Background: an optimization exercise with open tools, aiming at small area, a short achievable clock period and few clock cycles per item. Do not read the settings as production practice.
Only simulation tests tie the RTL to the original design; equivalence was not proved.
Power and IR drop assume default switching activity.

## the reference run
Design mips_core_top, start of the top module:
module mips_core_top
#(
  parameter int unsigned IMEM_AW = 8,
  parameter int unsigned DMEM_AW = 6
) (
  input  wire logic          clk,
  input  wire logic          rst_n_i,
  input  wire mips_isa_pkg::instr_t        imem_data_i,
  output logic [IMEM_AW-1:0] imem_addr_o,
  output logic               wb_en_o,
  output mips_isa_pkg::reg_idx_t           wb_reg_o,
  output mips_core_pkg::word_t              wb_data_o
);
  logic        hold;       
  logic        ex_wr_q, ex_ld_q, ex_st_q;
  logic [4:0]  ex_d_q;
  logic        mem_wr_q, mem_ld_q, mem_st_q;
  logic [4:0]  mem_d_q;
  logic [31:0] r1_q;       
  logic [31:0] r2_q;       
  logic        wb_v_q;
  logic [4:0]  wb_d_q;
  logic [IMEM_AW-1:0] pc_q;
  logic [31:0]        ir_q;
  logic               ir_v_q;
  logic [31:1]        rs_oh_q, rt_oh_q;    
  logic               byp_s_q, byp_t_q;    
  always_ff @(posedge clk or negedge rst_n_i) begin
    if (!rst_n_i) begin
      pc_q   <= '0;
      ir_v_q <= 1'b0;
    end else begin
      if (!hold) pc_q <= pc_q + 1'b1;
      ir_v_q <= !hold;
    end
  end
  ...
make LEC_CHECK=0 CAP_MARGIN=20 CORE_MARGIN=2 CORE_UTILIZATION=40 CTS_CLUSTER_DIAMETER=60 CTS_CLUSTER_SIZE=24 SETUP_SLACK_MARGIN=4.0 SLEW_MARGIN=20 TNS_END_PERCENT=5 finish   # period 7.0 ns
run.sh (not shown) runs the stock make flow with config.mk's settings and CLKGATE_MAP_FILE= SYNTH_SCRIPT=/design/flow/synth_recipe.tcl, a recipe that flattens the netlist after the stock synthesis.
Testbench counts of the reference run, summed over its fixed seeds: cycles 19,426, instrs 18,432.
Setup changes, the reference run to the trial run
--- a/flow/design.v
+++ b/flow/design.v
@@ -152,15 +152,16 @@
   always_ff @(posedge clk) begin
     for (int i = 1; i < 32; i++)
       if (wb_v_q && (wb_d_q == 5'(i))) rf_q[i] <= r2_q;
   end
   logic        ex_sub_q, ex_add_q, ex_and_q, ex_or_q, ex_slt_q;
   logic        ex_sa1_q, ex_sa2_q, ex_sa0_q;    
   logic        ex_sb1_q, ex_sb2_q, ex_sb0_q;    
-  logic [31:0] ex_a_q, ex_b_q, ex_i_q;
+  logic [31:0] ex_a_q, ex_b_q;
+  logic [7:0]  ex_imm_q;      
   logic        id_sub, id_and, id_or, id_slt, id_fa1, id_fa2, id_fb1, id_fb2;
   assign id_sub = is_r && (fn == 6'h22);
   assign id_and = is_r && (fn == 6'h24);
   assign id_or  = is_r && (fn == 6'h25);
   assign id_slt = is_r && (fn == 6'h2a);
   assign id_fa1 = ex_wr_q && (ex_d_q == rs);
   assign id_fa2 = mem_wr_q && (mem_d_q == rs) && !id_fa1;
@@ -182,26 +183,21 @@
     ex_add_q <= !id_sub && !id_and && !id_or && !id_slt;
     ex_and_q <= id_and;
     ex_or_q  <= id_or;
     ex_slt_q <= id_slt;
     ex_sa1_q <= id_fa1;
     ex_sa2_q <= id_fa2;
     ex_sa0_q <= !id_fa1 && !id_fa2;
-    ex_sb1_q <= is_r && id_fb1;
-    ex_sb2_q <= is_r && id_fb2;
-    ex_sb0_q <= !(is_r && (id_fb1 || id_fb2));
+    ex_sb1_q <= (is_r || is_sw) && id_fb1;
+    ex_sb2_q <= (is_r || is_sw) && id_fb2;
+    ex_sb0_q <= !((is_r || is_sw) && (id_fb1 || id_fb2));
     ex_d_q   <= id_dest;
     ex_a_q   <= rf_rs;
-    ex_b_q   <= is_r ? rf_rt : {{16{imm[15]}}, imm};
-    ex_i_q   <= rf_rt;        
-  end
-  logic ex_si1_q, ex_si2_q, ex_si3_q;
-  always_ff @(posedge clk) begin
-    ex_si1_q <= id_fb1;
-    ex_si2_q <= id_fb2;
+    ex_b_q   <= (is_r || is_sw) ? rf_rt : {{16{imm[15]}}, imm};
+    ex_imm_q <= imm[7:0];
   end
   logic [31:0] a, b, bx, sum, alu, sdat;
   logic        slt;
   assign a    = ({32{ex_sa1_q}} & r1_q) | ({32{ex_sa2_q}} & r2_q) | ({32{ex_sa0_q}} & ex_a_q);
   assign b    = ({32{ex_sb1_q}} & r1_q) | ({32{ex_sb2_q}} & r2_q) | ({32{ex_sb0_q}} & ex_b_q);
   assign bx   = ex_sub_q ? ~b : b;
   logic [31:0] pg [0:5];
@@ -226,15 +222,15 @@
   end
   assign sum  = pg[0] ^ cy;
   assign slt  = (a[31] ^ b[31]) ? a[31] : sum[31];
   assign alu = ({32{ex_add_q || ex_sub_q && !ex_slt_q}} & sum)
              | ({32{ex_and_q}} & (a & b))
              | ({32{ex_or_q}}  & (a | b))
              | {31'd0, ex_slt_q & slt};
-  assign sdat = ex_si1_q ? r1_q : ex_si2_q ? r2_q : ex_i_q;
+  assign sdat = b;
   logic [31:0] mem_sd_q;
   logic        mem_sf_q;    
   always_ff @(posedge clk or negedge rst_n_i) begin
     if (!rst_n_i) begin
       mem_wr_q <= 1'b0;
       mem_ld_q <= 1'b0;
       mem_st_q <= 1'b0;
@@ -246,16 +242,16 @@
   end
   logic [7:0]  ap, ag;
   logic        c2;
   logic [1:0]  m2;         
   logic [3:0]  mi [3:7];   
   logic [63:0] wsel;
   logic [63:0] wl_q;
-  assign ap = a[7:0] ^ ex_b_q[7:0];
-  assign ag = a[7:0] & ex_b_q[7:0];
+  assign ap = a[7:0] ^ ex_imm_q;
+  assign ag = a[7:0] & ex_imm_q;
   assign c2 = ag[1] | (ap[1] & ag[0]);
   assign m2[0] = (c2 == ap[2]);
   assign m2[1] = (c2 != ap[2]);
   always_comb begin
     for (int i = 3; i < 8; i++) begin
       for (int kk = 0; kk < 4; kk++) begin
         mi[i][kk] = ((ag[i-1] | (ap[i-1] & !kk[0])) == (ap[i] ^ kk[1]));
@@ -273,15 +269,15 @@
     for (int k = 0; k < 64; k++)
       wl_q[k] <= (ex_ld_q || ex_st_q) && wsel[k];
   end
   always_ff @(posedge clk) begin
     mem_d_q  <= ex_d_q;
     r1_q     <= alu;
     mem_sd_q <= sdat;
-    mem_sf_q <= ex_st_q && mem_ld_q && mem_wr_q && ex_si1_q;
+    mem_sf_q <= ex_st_q && mem_ld_q && mem_wr_q && ex_sb1_q;
   end
   logic [31:0] dmem_q [64];
   logic [31:0] ld, mres, sd;
   always_comb begin
     ld = '0;
     for (int k = 0; k < 64; k++)
       ld = ld | ({32{wl_q[k]}} & dmem_q[k]);
## What came out
- The flow completed for the trial run, but it is not clean: the layout still shows antenna rules.
- The trial run against the reference run: wire length reported by the detailed router went down 6.2 mm; fraction of the mapped netlist area in compound gates held.
- In the trial run the via count turned out 774 lower than in the reference run.
- Compared with the reference run, in the trial run initial antenna violation count +24%, final cell count -2.3%, relative area of non-clock buffer cells in the final design ~0 delta, proportion of power drawn by flip-flops and latches +0.6 points.
Testbench counts of the trial run, summed over its fixed seeds: cycles 19,426, instrs 18,432.

-- separate check: timing with driven ports --
No port has a modelled driver above. Below, the same layouts with a new extraction and two added sets of constraints. Step 1 (the two cells are an assumption about what drives the block):
set clk [get_ports {clk}]
set_driving_cell -lib_cell sky130_fd_sc_hd__clkbuf_16 $clk
set_driving_cell -lib_cell sky130_fd_sc_hd__buf_2 [delete_from_list [all_inputs] $clk]
Step 2 times the ports against the registers' clock, not the clock port: input delays grow and output delays shrink by t, the midpoint of the rising clock arrivals with the driver on. Three values: ideal ports, drivers, drivers and shift; two values: the first two.
run | t, ns | setup WS [ns] | worst setup path at the end
the reference run | 1.037 | 3.458 / 3.458 / 3.262 | input to register
the trial run | 1.042 | 3.369 / 3.369 / 3.163 | input to register
For the trial run, which loses most, drivers alone change the setup slack by 0.000 ns; drivers and shift together by -0.206 ns.
